From an optimization exercise on the open Yosys and OpenROAD flow, aimed at small area and a short achievable clock period; shortcuts taken in it are not production practice. In this exercise RTL edits were held to simulation tests only and were not proved equivalent to the original. Power figures rest on the tool's default switching activity, not on a simulated workload.

## flow/design.v (module list and top-level ports; edited modules follow where they fit)
// module fa_cell: 10 lines
// module ha_cell: 9 lines
// module sym_fir: 1288 lines
// module fir_regs: 82 lines
// module fir_top: 31 lines
// module fir_chip: 41 lines
module fir_chip (
   input  logic                   clock,
   input  logic                   arst_n,
   input  logic                   psel,
   input  logic                   penable,
   input  logic                   pwrite,
   input  logic [8-1:0] paddr,
   input  logic [32-1:0] pwdata,
   output logic [32-1:0] prdata,
   output logic                   pready,
   output logic                   pslverr,
   input  logic                   in_valid,
   input  logic [16-1:0] in_data,
   output logic                   out_valid,
   output logic [16-1:0] out_data
);
  // ...
==> flow/flow/run.sh <==
#!/bin/bash
set -euo pipefail
bash standard.sh "BUFFER_PORTS_ARGS=-buffer_cell sky130_fd_sc_hd__buf_4" \
   SETUP_SLACK_MARGIN=5.15 finish > make.log 2>&1
==> flow/standard.sh <==
#!/bin/bash
# synth_recipe.tcl (not shown) runs the flow's synth.tcl, then flattens the netlist and writes it again
# the make line also repeats each setting of config.mk as NAME=value (left out here)
make -C /OpenROAD-flow-scripts/flow DESIGN_CONFIG=/design/flow/config.mk WORK_HOME=/design/flow/orfs CLKGATE_MAP_FILE= SYNTH_SCRIPT=/design/flow/synth_recipe.tcl "${@:-finish}"
==> flow/config.mk <==
export PLATFORM = sky130hd
export DESIGN_NAME = fir_chip
export DESIGN_NICKNAME = fir_chip
export VERILOG_FILES = /design/flow/design.v
export SDC_FILE = /design/flow/constraint.sdc
export NUM_CORES = 4
export LEC_CHECK = 0
export ABC_AREA = 1
export CAP_MARGIN = 20
export CORE_MARGIN = 2
export CORE_UTILIZATION = 40
export CTS_BUF_LIST = sky130_fd_sc_hd__clkbuf_4 sky130_fd_sc_hd__clkbuf_8
export SETUP_SLACK_MARGIN = 5.0
export SLEW_MARGIN = 20
export SYNTH_HIERARCHICAL = 1
==> flow/constraint.sdc <==
create_clock -name core_clock -period 10.5 [get_ports {clock}]
set_input_delay 2.1000 -clock core_clock [delete_from_list [all_inputs] [get_ports {clock}]]
set_output_delay 2.1000 -clock core_clock [all_outputs]
set_load 0.01 [all_outputs]
==> flow_summary.json, run 1 <==
{
  "seq-power_uw": 2330,
  "critical_path_depth": 11,
  "synth-main-ff-cell": "edfxtp_1",
  "n_all_buffers": 363,
  "clock_buffers": 110,
  "synth_compound_area_share_pct": 9.24,
  "synth_fa_ha_area_share_pct": 34.6,
  "cts_hold_buf": 0,
  "seq_area_share_pct": 24.9,
  "antenna_found_initial": 5,
  "buf_share_pct": 6.12,
  "switching_power_uw": 2650,
  "dr_wl_met2_um": 72000,
  "hold_depth": 0,
  "dominant-cell-class": "multi-input combinational cells",
  "period_share_pct": 50.8,
  "clock_skew_ns": 0.0606,
  "ys_seq_area_share_pct": 28.1,
  "synth_top_family_by_area": "adder cells",
  "yosys.area.top_type": "fa_1",
  "comb-power_uw": 2820,
  "finalHoldViolCount": 0,
  "worstPathArrival_ns": 5.77,
  "core_um2": 112000,
  "yosys-mux-area-fraction_pct": 0.698,
  "via_count": 34200,
  "p_leak_uw": 0.0255,
  "critical-path-top-delay-family": "adder cells",
  "status": "finished clean",
  "grt_start_max_net_pins": 126,
  "cts_tree": "done",
  "regArea_um2": 12700,
  "final_cell_mix": "fa_1, xor2_1, o22ai_1",
  "die-area_um2": 116000
}
==> run 2, diff against run 1 <==
--- a/flow/design.v
+++ b/flow/design.v
@@ -97,18 +97,18 @@
                m[j] = (one & sj) | (two & sj1);
             end
             e = m ^ {(DW+2){ng}};
             row[t][i] = {~e[DW+1], e[DW:0]};
             neg[t][i] = ng;
          end
       end
    end
-   logic [AW-1:0] sa, sb;    
-   logic [AW-1:0] acc_a, acc_b;
+   logic [AW-1:0] sa, sb, sc;    
+   logic [AW-1:0] acc_a, acc_b, acc_c;
    logic [AW-17-1:0] acc_hi;    
    logic p0b0_0_s, p0b0_0_c, p0b0_1_s, p0b0_1_c, p0b0_2_s, p0b0_2_c, p0b0_3_s, p0b0_3_c;
    logic p0b0_4_s, p0b0_4_c, p0b0_5_s, p0b0_5_c, p0b0_6_s, p0b0_6_c, p0b0_7_s, p0b0_7_c;
    logic p0b0_8_s, p0b0_8_c, p0b1z_0_s, p0b1z_0_c, p0b1z_1_s, p0b1z_1_c, p0b1z_2_s, p0b1z_2_c;
    logic p0b1z_3_s, p0b1z_3_c, p0b1z_4_s, p0b1z_4_c, p0b1z_5_s, p0b1z_5_c, p0b1z_6_s, p0b1z_6_c;
    logic p0b1z_7_s, p0b1z_7_c, p0b1o_0_s, p0b1o_0_c, p0b1o_1_s, p0b1o_1_c, p0b1o_2_s, p0b1o_2_c;
    logic p0b1o_3_s, p0b1o_3_c, p0b1o_4_s, p0b1o_4_c, p0b1o_5_s, p0b1o_5_c, p0b1o_6_s, p0b1o_6_c;
    logic p0b1o_7_s, p0b1o_7_c, p1b0_0_s, p1b0_0_c, p1b0_1_s, p1b0_1_c, p1b0_2_s, p1b0_2_c;
@@ -283,26 +283,26 @@
    logic t600_s, t600_c, t601_s, t601_c, t602_s, t602_c, t603_s, t603_c;
    logic t604_s, t604_c, t605_s, t605_c, t606_s, t606_c, t607_s, t607_c;
    logic t608_s, t608_c, t609_s, t609_c, t610_s, t610_c, t611_s, t611_c;
    logic t612_s, t612_c, t613_s, t613_c, t614_s, t614_c, t615_s, t615_c;
    logic t616_s, t616_c, t617_s, t617_c, t618_s, t618_c, t619_s, t619_c;
    logic t620_s, t620_c, t621_s, t621_c, t622_s, t622_c, t623_s, t623_c;
    logic t624_s, t624_c, t625_s, t625_c, t626_s, t626_c, t627_s, t627_c;
    logic t628_s, t628_c, t629_s, t629_c, t630_s, t630_c, t631_s, t631_c;
-   logic t632_s, t632_c, t633_s, t633_c, t634_s, t634_c, t635_s, t635_c;
-   logic t636_s, t636_c, t637_s, t637_c, t638_s, t638_c, t639_s, t639_c;
-   logic t640_s, t640_c, t641_s, t641_c, t642_s, t642_c, t643_s, t643_c;
-   logic t644_s, t644_c, t645_s, t645_c, t646_s, t646_c, t647_s, t647_c;
-   logic t648_s, t648_c, t649_s, t649_c, t650_s, t650_c, t651_s, t651_c;
-   logic t652_s, t652_c, t653_s, t653_c, t654_s, t654_c, t655_s, t655_c;
-   logic t656_s, t656_c, t657_s, t657_c, t658_s, t658_c, t659_s, t659_c;
-   logic t660_s, t660_c, t661_s, t661_c, t662_s, t662_c, t663_s, t663_c;
-   logic t664_s, t664_c, t665_s, t665_c, t666_s, t666_c, t667_s, t667_c;
-   logic t668_s, t668_c, pg0_s, pg0_c, pg1_s, pg1_c, pg2_s, pg2_c;
+   logic t632_s, t632_c, t633_s, t633_c, o634_s, o634_c, o635_s, o635_c;
+   logic o636_s, o636_c, o637_s, o637_c, o638_s, o638_c, o639_s, o639_c;
+   logic o640_s, o640_c, o641_s, o641_c, o642_s, o642_c, o643_s, o643_c;
+   logic o644_s, o644_c, o645_s, o645_c, o646_s, o646_c, o647_s, o647_c;
+   logic o648_s, o648_c, o649_s, o649_c, o650_s, o650_c, o651_s, o651_c;
+   logic o652_s, o652_c, o653_s, o653_c, o654_s, o654_c, o655_s, o655_c;
+   logic o656_s, o656_c, o657_s, o657_c, o658_s, o658_c, o659_s, o659_c;
+   logic o660_s, o660_c, o661_s, o661_c, o662_s, o662_c, o663_s, o663_c;
+   logic o664_s, o664_c, o665_s, o665_c, o666_s, o666_c, o667_s, o667_c;
+   logic o668_s, o668_c, pg0_s, pg0_c, pg1_s, pg1_c, pg2_s, pg2_c;
    logic pg3_s, pg3_c, pg4_s, pg4_c, pg5_s, pg5_c, pg6_s, pg6_c;
    logic pg7_s, pg7_c, pg8_s, pg8_c, pg9_s, pg9_c, pg10_s, pg10_c;
    logic pg11_s, pg11_c, pg12_s, pg12_c, pg13_s, pg13_c, pg14_s, pg14_c;
    logic pg15_s, pg15_c, pg16_s, pg16_c, pg17_s, pg17_c, pg18_s, pg18_c;
    logic pg19_s, pg19_c, pg20_s, pg20_c, pg21_s, pg21_c, pg22_s, pg22_c;
    logic pg23_s, pg23_c, pg24_s, pg24_c, pg25_s, pg25_c, pg26_s, pg26_c;
    logic pg27_s, pg27_c, pg28_s, pg28_c, pg29_s, pg29_c, pg30_s, pg30_c;
    logic pg31_s, pg31_c, pg32_s, pg32_c, pg33_s, pg33_c, pg34_s, pg34_c;
@@ -1068,89 +1068,90 @@
    fa_cell u_t627 (.a(t585_c), .b(t587_s), .c(t586_c), .s(t627_s), .co(t627_c));
    fa_cell u_t628 (.a(t589_s), .b(t587_c), .c(t590_s), .s(t628_s), .co(t628_c));
    fa_cell u_t629 (.a(t591_s), .b(t589_c), .c(t590_c), .s(t629_s), .co(t629_c));
    fa_cell u_t630 (.a(t591_c), .b(t593_s), .c(t594_s), .s(t630_s), .co(t630_c));
    fa_cell u_t631 (.a(t595_s), .b(t593_c), .c(t596_s), .s(t631_s), .co(t631_c));
    fa_cell u_t632 (.a(t597_s), .b(t595_c), .c(t598_s), .s(t632_s), .co(t632_c));
    assign t633_s = ~t597_c;
    assign t633_c = t597_c;
-   ha_cell u_t634 (.a(t438_s), .b(t599_s), .s(t634_s), .co(t634_c));
-   fa_cell u_t635 (.a(t599_c), .b(t533_s), .c(t600_s), .s(t635_s), .co(t635_c));
-   fa_cell u_t636 (.a(t600_c), .b(t536_s), .c(t601_s), .s(t636_s), .co(t636_c));
-   fa_cell u_t637 (.a(t538_s), .b(t601_c), .c(t602_s), .s(t637_s), .co(t637_c));
-   fa_cell u_t638 (.a(t602_c), .b(t540_s), .c(t603_s), .s(t638_s), .co(t638_c));
-   fa_cell u_t639 (.a(t542_s), .b(t603_c), .c(t604_s), .s(t639_s), .co(t639_c));
-   fa_cell u_t640 (.a(t604_c), .b(t605_s), .c(t544_s), .s(t640_s), .co(t640_c));
-   fa_cell u_t641 (.a(t605_c), .b(t546_s), .c(t606_s), .s(t641_s), .co(t641_c));
-   fa_cell u_t642 (.a(t548_s), .b(t606_c), .c(t607_s), .s(t642_s), .co(t642_c));
-   fa_cell u_t643 (.a(t550_s), .b(t607_c), .c(t608_s), .s(t643_s), .co(t643_c));
-   fa_cell u_t644 (.a(t608_c), .b(t552_s), .c(t609_s), .s(t644_s), .co(t644_c));
-   fa_cell u_t645 (.a(t554_s), .b(t609_c), .c(t610_s), .s(t645_s), .co(t645_c));
-   fa_cell u_t646 (.a(t556_s), .b(t610_c), .c(t611_s), .s(t646_s), .co(t646_c));
-   fa_cell u_t647 (.a(t558_s), .b(t611_c), .c(t612_s), .s(t647_s), .co(t647_c));
-   fa_cell u_t648 (.a(t560_s), .b(t612_c), .c(t613_s), .s(t648_s), .co(t648_c));
-   fa_cell u_t649 (.a(t562_s), .b(t613_c), .c(t614_s), .s(t649_s), .co(t649_c));
-   fa_cell u_t650 (.a(t564_s), .b(t614_c), .c(t615_s), .s(t650_s), .co(t650_c));
-   fa_cell u_t651 (.a(t566_s), .b(t615_c), .c(t616_s), .s(t651_s), .co(t651_c));
-   fa_cell u_t652 (.a(t568_s), .b(t616_c), .c(t617_s), .s(t652_s), .co(t652_c));
-   fa_cell u_t653 (.a(t570_s), .b(t617_c), .c(t618_s), .s(t653_s), .co(t653_c));
-   fa_cell u_t654 (.a(t572_s), .b(t618_c), .c(t619_s), .s(t654_s), .co(t654_c));
-   fa_cell u_t655 (.a(t574_s), .b(t619_c), .c(t620_s), .s(t655_s), .co(t655_c));
-   fa_cell u_t656 (.a(t576_s), .b(t620_c), .c(t621_s), .s(t656_s), .co(t656_c));
-   fa_cell u_t657 (.a(t578_s), .b(t621_c), .c(t622_s), .s(t657_s), .co(t657_c));
-   fa_cell u_t658 (.a(t580_s), .b(t622_c), .c(t623_s), .s(t658_s), .co(t658_c));
-   fa_cell u_t659 (.a(t580_c), .b(t624_s), .c(t623_c), .s(t659_s), .co(t659_c));
-   fa_cell u_t660 (.a(t584_s), .b(t624_c), .c(t625_s), .s(t660_s), .co(t660_c));
-   fa_cell u_t661 (.a(t584_c), .b(t625_c), .c(t626_s), .s(t661_s), .co(t661_c));
-   fa_cell u_t662 (.a(t588_s), .b(t626_c), .c(t627_s), .s(t662_s), .co(t662_c));
-   fa_cell u_t663 (.a(t588_c), .b(t628_s), .c(t627_c), .s(t663_s), .co(t663_c));
-   fa_cell u_t664 (.a(t592_s), .b(t629_s), .c(t628_c), .s(t664_s), .co(t664_c));
-   fa_cell u_t665 (.a(t592_c), .b(t630_s), .c(t629_c), .s(t665_s), .co(t665_c));
-   fa_cell u_t666 (.a(t594_c), .b(t631_s), .c(t630_c), .s(t666_s), .co(t666_c));
-   fa_cell u_t667 (.a(t596_c), .b(t632_s), .c(t631_c), .s(t667_s), .co(t667_c));
-   fa_cell u_t668 (.a(t633_s), .b(t598_c), .c(t632_c), .s(t668_s), .co(t668_c));
-   assign sa = {1'b1, t633_c, t668_s, t667_s, t666_s, t665_s, t664_s, t662_c, t661_c, t660_c, t660_s, t658_c, t657_c, t656_c, t655_c, t654_c, t653_c, t652_c, t651_c, t650_c, t649_c, t648_c, t647_c, t646_c, t645_c, t644_c, t643_c, t642_c, t641_c, t640_c, t639_c, t638_c, t637_c, t636_c, t635_c, t634_c, t532_s};
-   assign sb = {1'b0, t668_c, t667_c, t666_c, t665_c, t664_c, t663_c, t663_s, t662_s, t661_s, t659_c, t659_s, t658_s, t657_s, t656_s, t655_s, t654_s, t653_s, t652_s, t651_s, t650_s, t649_s, t648_s, t647_s, t646_s, t645_s, t644_s, t643_s, t642_s, t641_s, t640_s, t639_s, t638_s, t637_s, t636_s, t635_s, t634_s};
-   ha_cell u_pg0 (.a(acc_a[0]), .b(acc_b[0]), .s(pg0_s), .co(pg0_c));
-   ha_cell u_pg1 (.a(acc_a[1]), .b(acc_b[1]), .s(pg1_s), .co(pg1_c));
-   ha_cell u_pg2 (.a(acc_a[2]), .b(acc_b[2]), .s(pg2_s), .co(pg2_c));
-   ha_cell u_pg3 (.a(acc_a[3]), .b(acc_b[3]), .s(pg3_s), .co(pg3_c));
-   ha_cell u_pg4 (.a(acc_a[4]), .b(acc_b[4]), .s(pg4_s), .co(pg4_c));
-   ha_cell u_pg5 (.a(acc_a[5]), .b(acc_b[5]), .s(pg5_s), .co(pg5_c));
-   ha_cell u_pg6 (.a(acc_a[6]), .b(acc_b[6]), .s(pg6_s), .co(pg6_c));
-   ha_cell u_pg7 (.a(acc_a[7]), .b(acc_b[7]), .s(pg7_s), .co(pg7_c));
-   ha_cell u_pg8 (.a(acc_a[8]), .b(acc_b[8]), .s(pg8_s), .co(pg8_c));
-   ha_cell u_pg9 (.a(acc_a[9]), .b(acc_b[9]), .s(pg9_s), .co(pg9_c));
-   ha_cell u_pg10 (.a(acc_a[10]), .b(acc_b[10]), .s(pg10_s), .co(pg10_c));
-   ha_cell u_pg11 (.a(acc_a[11]), .b(acc_b[11]), .s(pg11_s), .co(pg11_c));
-   ha_cell u_pg12 (.a(acc_a[12]), .b(acc_b[12]), .s(pg12_s), .co(pg12_c));
-   ha_cell u_pg13 (.a(acc_a[13]), .b(acc_b[13]), .s(pg13_s), .co(pg13_c));
-   ha_cell u_pg14 (.a(acc_a[14]), .b(acc_b[14]), .s(pg14_s), .co(pg14_c));
-   ha_cell u_pg15 (.a(acc_a[15]), .b(acc_b[15]), .s(pg15_s), .co(pg15_c));
-   ha_cell u_pg16 (.a(acc_a[16]), .b(acc_b[16]), .s(pg16_s), .co(pg16_c));
-   ha_cell u_pg17 (.a(acc_a[17]), .b(acc_b[17]), .s(pg17_s), .co(pg17_c));
-   ha_cell u_pg18 (.a(acc_a[18]), .b(acc_b[18]), .s(pg18_s), .co(pg18_c));
-   ha_cell u_pg19 (.a(acc_a[19]), .b(acc_b[19]), .s(pg19_s), .co(pg19_c));
-   ha_cell u_pg20 (.a(acc_a[20]), .b(acc_b[20]), .s(pg20_s), .co(pg20_c));
-   ha_cell u_pg21 (.a(acc_a[21]), .b(acc_b[21]), .s(pg21_s), .co(pg21_c));
-   ha_cell u_pg22 (.a(acc_a[22]), .b(acc_b[22]), .s(pg22_s), .co(pg22_c));
-   ha_cell u_pg23 (.a(acc_a[23]), .b(acc_b[23]), .s(pg23_s), .co(pg23_c));
-   ha_cell u_pg24 (.a(acc_a[24]), .b(acc_b[24]), .s(pg24_s), .co(pg24_c));
-   ha_cell u_pg25 (.a(acc_a[25]), .b(acc_b[25]), .s(pg25_s), .co(pg25_c));
-   ha_cell u_pg26 (.a(acc_a[26]), .b(acc_b[26]), .s(pg26_s), .co(pg26_c));
-   ha_cell u_pg27 (.a(acc_a[27]), .b(acc_b[27]), .s(pg27_s), .co(pg27_c));
-   ha_cell u_pg28 (.a(acc_a[28]), .b(acc_b[28]), .s(pg28_s), .co(pg28_c));
-   ha_cell u_pg29 (.a(acc_a[29]), .b(acc_b[29]), .s(pg29_s), .co(pg29_c));
-   ha_cell u_pg30 (.a(acc_a[30]), .b(acc_b[30]), .s(pg30_s), .co(pg30_c));
-   ha_cell u_pg31 (.a(acc_a[31]), .b(acc_b[31]), .s(pg31_s), .co(pg31_c));
-   ha_cell u_pg32 (.a(acc_a[32]), .b(acc_b[32]), .s(pg32_s), .co(pg32_c));
-   ha_cell u_pg33 (.a(acc_a[33]), .b(acc_b[33]), .s(pg33_s), .co(pg33_c));
-   ha_cell u_pg34 (.a(acc_a[34]), .b(acc_b[34]), .s(pg34_s), .co(pg34_c));
-   ha_cell u_pg35 (.a(acc_a[35]), .b(acc_b[35]), .s(pg35_s), .co(pg35_c));
+   assign sa = {1'b1, t633_c, t633_s, t596_c, t594_c, t592_c, t592_s, t588_c, t588_s, t584_c, t584_s, t580_c, t580_s, t578_s, t576_s, t574_s, t572_s, t570_s, t568_s, t566_s, t564_s, t562_s, t560_s, t558_s, t556_s, t554_s, t608_c, t550_s, t548_s, t605_c, t604_c, t542_s, t602_c, t538_s, t600_c, t599_c, t438_s};
+   assign sb = {1'b0, 1'b0, t598_c, t632_s, t631_s, t630_s, t629_s, t628_s, t626_c, t625_c, t624_c, t624_s, t622_c, t621_c, t620_c, t619_c, t618_c, t617_c, t616_c, t615_c, t614_c, t613_c, t612_c, t611_c, t610_c, t609_c, t552_s, t607_c, t606_c, t546_s, t605_s, t603_c, t540_s, t601_c, t536_s, t533_s, t599_s};
+   assign sc = {1'b0, 1'b0, t632_c, t631_c, t630_c, t629_c, t628_c, t627_c, t627_s, t626_s, t625_s, t623_c, t623_s, t622_s, t621_s, t620_s, t619_s, t618_s, t617_s, t616_s, t615_s, t614_s, t613_s, t612_s, t611_s, t610_s, t609_s, t608_s, t607_s, t606_s, t544_s, t604_s, t603_s, t602_s, t601_s, t600_s, t532_s};
+   ha_cell u_o634 (.a(acc_a[0]), .b(acc_b[0]), .s(o634_s), .co(o634_c));
+   fa_cell u_o635 (.a(acc_a[1]), .b(acc_b[1]), .c(acc_c[1]), .s(o635_s), .co(o635_c));
+   fa_cell u_o636 (.a(acc_a[2]), .b(acc_b[2]), .c(acc_c[2]), .s(o636_s), .co(o636_c));
+   fa_cell u_o637 (.a(acc_a[3]), .b(acc_b[3]), .c(acc_c[3]), .s(o637_s), .co(o637_c));
+   fa_cell u_o638 (.a(acc_a[4]), .b(acc_b[4]), .c(acc_c[4]), .s(o638_s), .co(o638_c));
+   fa_cell u_o639 (.a(acc_a[5]), .b(acc_b[5]), .c(acc_c[5]), .s(o639_s), .co(o639_c));
+   fa_cell u_o640 (.a(acc_a[6]), .b(acc_b[6]), .c(acc_c[6]), .s(o640_s), .co(o640_c));
+   fa_cell u_o641 (.a(acc_a[7]), .b(acc_b[7]), .c(acc_c[7]), .s(o641_s), .co(o641_c));
+   fa_cell u_o642 (.a(acc_a[8]), .b(acc_b[8]), .c(acc_c[8]), .s(o642_s), .co(o642_c));
+   fa_cell u_o643 (.a(acc_a[9]), .b(acc_b[9]), .c(acc_c[9]), .s(o643_s), .co(o643_c));
+   fa_cell u_o644 (.a(acc_a[10]), .b(acc_b[10]), .c(acc_c[10]), .s(o644_s), .co(o644_c));
+   fa_cell u_o645 (.a(acc_a[11]), .b(acc_b[11]), .c(acc_c[11]), .s(o645_s), .co(o645_c));
+   fa_cell u_o646 (.a(acc_a[12]), .b(acc_b[12]), .c(acc_c[12]), .s(o646_s), .co(o646_c));
+   fa_cell u_o647 (.a(acc_a[13]), .b(acc_b[13]), .c(acc_c[13]), .s(o647_s), .co(o647_c));
+   fa_cell u_o648 (.a(acc_a[14]), .b(acc_b[14]), .c(acc_c[14]), .s(o648_s), .co(o648_c));
+   fa_cell u_o649 (.a(acc_a[15]), .b(acc_b[15]), .c(acc_c[15]), .s(o649_s), .co(o649_c));
+   fa_cell u_o650 (.a(acc_a[16]), .b(acc_b[16]), .c(acc_c[16]), .s(o650_s), .co(o650_c));
+   fa_cell u_o651 (.a(acc_a[17]), .b(acc_b[17]), .c(acc_c[17]), .s(o651_s), .co(o651_c));
+   fa_cell u_o652 (.a(acc_a[18]), .b(acc_b[18]), .c(acc_c[18]), .s(o652_s), .co(o652_c));
+   fa_cell u_o653 (.a(acc_a[19]), .b(acc_b[19]), .c(acc_c[19]), .s(o653_s), .co(o653_c));
+   fa_cell u_o654 (.a(acc_a[20]), .b(acc_b[20]), .c(acc_c[20]), .s(o654_s), .co(o654_c));
+   fa_cell u_o655 (.a(acc_a[21]), .b(acc_b[21]), .c(acc_c[21]), .s(o655_s), .co(o655_c));
+   fa_cell u_o656 (.a(acc_a[22]), .b(acc_b[22]), .c(acc_c[22]), .s(o656_s), .co(o656_c));
+   fa_cell u_o657 (.a(acc_a[23]), .b(acc_b[23]), .c(acc_c[23]), .s(o657_s), .co(o657_c));
+   fa_cell u_o658 (.a(acc_a[24]), .b(acc_b[24]), .c(acc_c[24]), .s(o658_s), .co(o658_c));
+   fa_cell u_o659 (.a(acc_a[25]), .b(acc_b[25]), .c(acc_c[25]), .s(o659_s), .co(o659_c));
+   fa_cell u_o660 (.a(acc_a[26]), .b(acc_b[26]), .c(acc_c[26]), .s(o660_s), .co(o660_c));
+   fa_cell u_o661 (.a(acc_a[27]), .b(acc_b[27]), .c(acc_c[27]), .s(o661_s), .co(o661_c));
+   fa_cell u_o662 (.a(acc_a[28]), .b(acc_b[28]), .c(acc_c[28]), .s(o662_s), .co(o662_c));
+   fa_cell u_o663 (.a(acc_a[29]), .b(acc_b[29]), .c(acc_c[29]), .s(o663_s), .co(o663_c));
+   fa_cell u_o664 (.a(acc_a[30]), .b(acc_b[30]), .c(acc_c[30]), .s(o664_s), .co(o664_c));
+   fa_cell u_o665 (.a(acc_a[31]), .b(acc_b[31]), .c(acc_c[31]), .s(o665_s), .co(o665_c));
+   fa_cell u_o666 (.a(acc_a[32]), .b(acc_b[32]), .c(acc_c[32]), .s(o666_s), .co(o666_c));
+   fa_cell u_o667 (.a(acc_a[33]), .b(acc_b[33]), .c(acc_c[33]), .s(o667_s), .co(o667_c));
+   fa_cell u_o668 (.a(acc_a[34]), .b(acc_b[34]), .c(acc_c[34]), .s(o668_s), .co(o668_c));
+   ha_cell u_pg0 (.a(acc_c[0]), .b(o634_s), .s(pg0_s), .co(pg0_c));
+   ha_cell u_pg1 (.a(o634_c), .b(o635_s), .s(pg1_s), .co(pg1_c));
+   ha_cell u_pg2 (.a(o635_c), .b(o636_s), .s(pg2_s), .co(pg2_c));
+   ha_cell u_pg3 (.a(o636_c), .b(o637_s), .s(pg3_s), .co(pg3_c));
+   ha_cell u_pg4 (.a(o637_c), .b(o638_s), .s(pg4_s), .co(pg4_c));
+   ha_cell u_pg5 (.a(o638_c), .b(o639_s), .s(pg5_s), .co(pg5_c));
+   ha_cell u_pg6 (.a(o639_c), .b(o640_s), .s(pg6_s), .co(pg6_c));
+   ha_cell u_pg7 (.a(o640_c), .b(o641_s), .s(pg7_s), .co(pg7_c));
+   ha_cell u_pg8 (.a(o641_c), .b(o642_s), .s(pg8_s), .co(pg8_c));
+   ha_cell u_pg9 (.a(o642_c), .b(o643_s), .s(pg9_s), .co(pg9_c));
+   ha_cell u_pg10 (.a(o643_c), .b(o644_s), .s(pg10_s), .co(pg10_c));
+   ha_cell u_pg11 (.a(o644_c), .b(o645_s), .s(pg11_s), .co(pg11_c));
+   ha_cell u_pg12 (.a(o645_c), .b(o646_s), .s(pg12_s), .co(pg12_c));
+   ha_cell u_pg13 (.a(o646_c), .b(o647_s), .s(pg13_s), .co(pg13_c));
+   ha_cell u_pg14 (.a(o647_c), .b(o648_s), .s(pg14_s), .co(pg14_c));
+   ha_cell u_pg15 (.a(o648_c), .b(o649_s), .s(pg15_s), .co(pg15_c));
+   ha_cell u_pg16 (.a(o649_c), .b(o650_s), .s(pg16_s), .co(pg16_c));
+   ha_cell u_pg17 (.a(o650_c), .b(o651_s), .s(pg17_s), .co(pg17_c));
+   ha_cell u_pg18 (.a(o651_c), .b(o652_s), .s(pg18_s), .co(pg18_c));
+   ha_cell u_pg19 (.a(o652_c), .b(o653_s), .s(pg19_s), .co(pg19_c));
+   ha_cell u_pg20 (.a(o653_c), .b(o654_s), .s(pg20_s), .co(pg20_c));
+   ha_cell u_pg21 (.a(o654_c), .b(o655_s), .s(pg21_s), .co(pg21_c));
+   ha_cell u_pg22 (.a(o655_c), .b(o656_s), .s(pg22_s), .co(pg22_c));
+   ha_cell u_pg23 (.a(o656_c), .b(o657_s), .s(pg23_s), .co(pg23_c));
+   ha_cell u_pg24 (.a(o657_c), .b(o658_s), .s(pg24_s), .co(pg24_c));
+   ha_cell u_pg25 (.a(o658_c), .b(o659_s), .s(pg25_s), .co(pg25_c));
+   ha_cell u_pg26 (.a(o659_c), .b(o660_s), .s(pg26_s), .co(pg26_c));
+   ha_cell u_pg27 (.a(o660_c), .b(o661_s), .s(pg27_s), .co(pg27_c));
+   ha_cell u_pg28 (.a(o661_c), .b(o662_s), .s(pg28_s), .co(pg28_c));
+   ha_cell u_pg29 (.a(o662_c), .b(o663_s), .s(pg29_s), .co(pg29_c));
+   ha_cell u_pg30 (.a(o663_c), .b(o664_s), .s(pg30_s), .co(pg30_c));
+   ha_cell u_pg31 (.a(o664_c), .b(o665_s), .s(pg31_s), .co(pg31_c));
+   ha_cell u_pg32 (.a(o665_c), .b(o666_s), .s(pg32_s), .co(pg32_c));
+   ha_cell u_pg33 (.a(o666_c), .b(o667_s), .s(pg33_s), .co(pg33_c));
+   ha_cell u_pg34 (.a(o667_c), .b(o668_s), .s(pg34_s), .co(pg34_c));
+   ha_cell u_pg35 (.a(o668_c), .b(acc_a[35]), .s(pg35_s), .co(pg35_c));
    assign bku1_1_g = pg1_c | (pg1_s & pg0_c);
    assign bku1_1_p = pg1_s & pg0_s;
    assign bku1_3_g = pg3_c | (pg3_s & pg2_c);
    assign bku1_3_p = pg3_s & pg2_s;
    assign bku1_5_g = pg5_c | (pg5_s & pg4_c);
    assign bku1_5_p = pg5_s & pg4_s;
    assign bku1_7_g = pg7_c | (pg7_s & pg6_c);
    assign bku1_7_p = pg7_s & pg6_s;
@@ -1295,16 +1296,17 @@
    assign acc_hi[16] = pg33_s ^ bkd1_32_g;
    assign acc_hi[17] = pg34_s ^ bkd2_33_g;
    assign acc_hi[18] = pg35_s ^ bkd1_34_g;
    assign acc_hi[19] = acc_a[36] ^ bkd4_35_g;
    always_ff @(posedge clock) begin
       if (in.valid) begin
          acc_a <= sa;
          acc_b <= sb;
+         acc_c <= sc;
       end
    end
    logic zero;
    always_ff @(posedge clock or negedge arst_n) begin
       if (!arst_n)
          zero <= 1'b1;
       else if (in.valid)
          zero <= 1'b0;
==> flow/flow/run.sh (replaced) <==
#!/bin/bash
set -euo pipefail
bash standard.sh "BUFFER_PORTS_ARGS=-buffer_cell sky130_fd_sc_hd__buf_4" \
   SETUP_SLACK_MARGIN=5.3 finish > make.log 2>&1
==> flow_summary.json, run 2 <==
{
  "status": "finished clean",
  "antenna_found_initial": 2,
  "area_delta_synth_final_pct": 10.1,
  "track_usage_pct": 27.4,
  "synth-main-ff-cell": "edfxtp_1",
  "start_util_pct": 40.3,
  "cts_max_level": 3,
  "final.setup.tns_ns": 0,
  "syn-num-nets": 4929,
  "p_per_area_nw_per_um2": 144,
  "hold_slack_ns": 0.414,
  "synthDominantCellAreaShare_pct": 31.5,
  "async_flop_share_pct": 26.8,
  "drt_iter0_markers": 4155,
  "critPathKind": "in2out",
  "layout_commonest_cell": "fa_1",
  "ir_drop_uv": 139,
  "m1WireLength_um": 62100,
  "layout-drive-gt1-share_pct": 13.9,
  "place_hpwl_um": 117000,
  "yosysWarnings": 9,
  "worst_pin_slew_ns": 1.09,
  "slew_violations": 0,
  "cts_tree": "done",
  "via_count": 34000,
  "fmax_mhz": 193,
  "cts-root-buf": "clkbuf_8",
  "top_layer_used": "met5",
  "grt_pass1_wl_um": 235000,
  "slowest_delay_ns": 0.14,
  "top_register": "u_top.u_fir.hist",
  "cts_hold_buf": 0,
  "post-synth-top-count-cell": "fa_1",
  "yosys-top-cells-area": "fa_1, edfxtp_1, xor2_1",
  "synth_common_cells": "fa_1, xor2_1, o22ai_1",
  "grt_start_max_net_pins": 85,
  "io_pins": 113,
  "top_regs": "u_top.u_fir.hist x176, u_top.u_fir.pre x68",
  "period_minus_slack_ns": 5.19,
  "core_um2": 115000,
  "cts_max_path_buffers": 3,
  "die-area_um2": 118000,
  "gp_congestion": 1.02,
  "synth-seq-cells": 478,
  "syn_inst": 4055,
  "cp_common_cell": "buf_12",
  "crit_path_cell_trace": "buf_16, nor2_8, buf_12, nand2_1, nand2_2, nor2_2, nor2_4, buf_12, buf_4",
  "first_pass_iters": 8,
  "final_cell_mix": "fa_1, xor2_1, o22ai_1",
  "rsz0062_at_grt": "true",
  "finalHoldViolCount": 0,
  "largest_reg_flops": 176,
  "finish.net_count": 4977,
  "synth_area_um2": 46200,
  "yosysUniqueCellTypes": 47,
  "post_drt_via_cell_ratio": 5.99,
  "synth.avg_cell_area_um2": 11.4,
  "yosys.area.top_type": "fa_1",
  "avgRoutedWirePerCell_um": 28.6,
  "p_leak_uw": 0.0252,
  "clk-insertion-delay-late_ns": 0.74,
  "crit_fanout": 15,
  "worstPathRequired_ns": 8.40,
  "die_w_um": 344,
  "rows": 124,
  "relSlewSlack_pct": 26.9,
  "synth_edf_count": 350,
  "dr_wl_met2_um": 70000,
  "setup_violations": 0,
  "cap_violations": 0,
  "worstPathArrival_ns": 3.09,
  "drc": 0,
  "wl_um": 162000,
  "met3_length_um": 17600,
  "cp_slowest_cell": "nor2_8",
  "hp-class": "reg2reg",
  "io_buffers": 97,
  "grt_pass1_vias": 34900,
  "die_h_um": 344,
  "clock_skew_ns": 0.0454,
  "ys_seq_area_share_pct": 29.7,
  "numCtsBuffers": 84,
  "critPathCaptureType": "output pin",
  "cts_sinks": 478,
  "grt_overflow": 0,
  "antenna_left": 0,
  "period_share_pct": 49.4,
  "critPathLaunchType": "input pin",
  "clkTransAtPathRegs_ns": 0.06
}
run 2: cell count changes after synthesis, sizes merged:
| cell | change |
|---|---|
| edfxtp | +34 |
| clkbuf | -5 |
| buf | +5 |
run 2: worst paths after layout:
| path | endpoint | start | cells after the start | slack (ns) |
|---|---|---|---|---|
| hold reg to reg | u_top.u_fir.hist[4][7]$_DFFE_PP_ | u_top.u_fir.hist[3][7]$_DFFE_PP_ | 0 | 0.41 |
| setup reg to reg | u_top.u_fir.acc_c[19]$_DFFE_PP_ | u_top.u_regs.cone[22]$_DFFE_PN0P_ | 10 | 5.31 |
| min in group asynchronous | u_top.u_regs.cneg[1]$_DFFE_PN0P_ | arst_n | 1 | 1.35 |
| hold / removal | u_top.u_fir.hist[4][7]$_DFFE_PP_ | u_top.u_fir.hist[3][7]$_DFFE_PP_ | 0 | 0.41 |
| setup / recovery | prdata[30] | paddr[3] | 9 | 5.31 |
| max in group asynchronous | u_top.u_regs.mode[0]$_DFFE_PN0P_ | arst_n | 2 | 7.97 |
run 2: report_power, final:
group / leakage, µW / internal, µW / switching [µW]
sequential: 0.00519 / 2350 / 138
clock: 0.000908 / 1010 / 842
combinational: 0.0191 / 1140 / 1860
run 2: final cells by class:
| type | instances | area, µm² |
|---|---|---|
| Fill cell | 10700 | 63600 |
| Antenna cell | 2 | 5.00 |
| Multi-Input combinational cell | 2988 | 30100 |
| Inverter | 304 | 1320 |
| Timing Repair Buffer | 247 | 2050 |
| Sequential cell | 478 | 13700 |
| Clock buffer | 113 | 1410 |
| Clock inverter | 37 | 357 |
| Tap cell | 1512 | 1890 |
run 2: logic make-up after synthesis:
group | after synthesis | synth area share (%)
fa+ha+maj | 812 | 33.8
xor+xnor | 747 | 14.2
simple gates | 731 | 7.16
compound gates | 669 | 9.04
buf+inv | 589 | 5.44
flops | 478 | 29.7
mux | 28 | 0.683
other cells | 1 | 0.00812
run 2: what timing repair did:
action                                  4_1_cts  5_1_grt
buffers inserted                             15       50
pin swaps                                     7       10
gates resized for setup                      36       80
endpoints found under the setup margin       79       53
run 2: routing by layer:
layer,up-vias,track usage [%]
li1,13800,-
met1,17300,35.5
met2,2366,40.3
met3,590,7.91
met4,2,17.5
met5,-,0
run 2: critical path, delay by kind of cell:
| family | cells | cell delay, ns |
|---|---|---|
| AND/OR/NAND/NOR | 5 | 0.48 |
| buffers and inverters | 4 | 0.51 |
run 2: through the flow:
| step | setup slack (ns) | power, µW | utilization [%] | area, µm² | std cells |
|---|---|---|---|---|---|
| CTS | 5.30 | 7360 | 43.8 | 50200 | 5629 |
| floorplan | 5.24 | 4460 | - | 46200 | 4055 |
| finish | 5.31 | 7340 | 44.4 | 50900 | 5681 |
| detailed placement | 4.68 | 5460 | 42.0 | 48100 | 5464 |
| global placement | 4.68 | 5420 | 42.0 | 48100 | 5464 |
| global route | 5.25 | 7810 | 44.4 | 50900 | 5680 |
run 2: modules after synthesis, one instance, submodules excluded, excerpt:
module / area (µm²) / copies in the design / cells inside
ha_cell: 12.5 / 67 / 1
sym_fir: 24600 / 1 / 2416
fa_cell: 20.0 / 726 / 1
fir_regs: 6210 / 1 / 846

-- what the ideal ports hide --
In the flow no input, the clock included, has a driving cell. The finished layouts below were timed again as built, in two steps.
Step 1 assumes that a clkbuf_16 drives the clock port and a buf_2 every other input.
Step 2 times the ports against the registers' clock, not the clock port: input delays grow and output delays shrink by t, the midpoint of the rising clock arrivals with the driver on.
Three values: no drivers, after step 1, after step 2; two values: the first two.
run | shift t [ns] | setup WS [ns] | pins driven straight from the clock port
run 1 | 0.808 | 5.163 / 5.159 / 5.159 | 1
run 2 | 0.784 | 5.308 / 5.246 / 5.246 | 1
After both steps setup and hold are still met in every run listed. For run 2, which loses most, drivers alone change the setup slack by -0.062 ns; drivers and shift together by -0.062 ns.
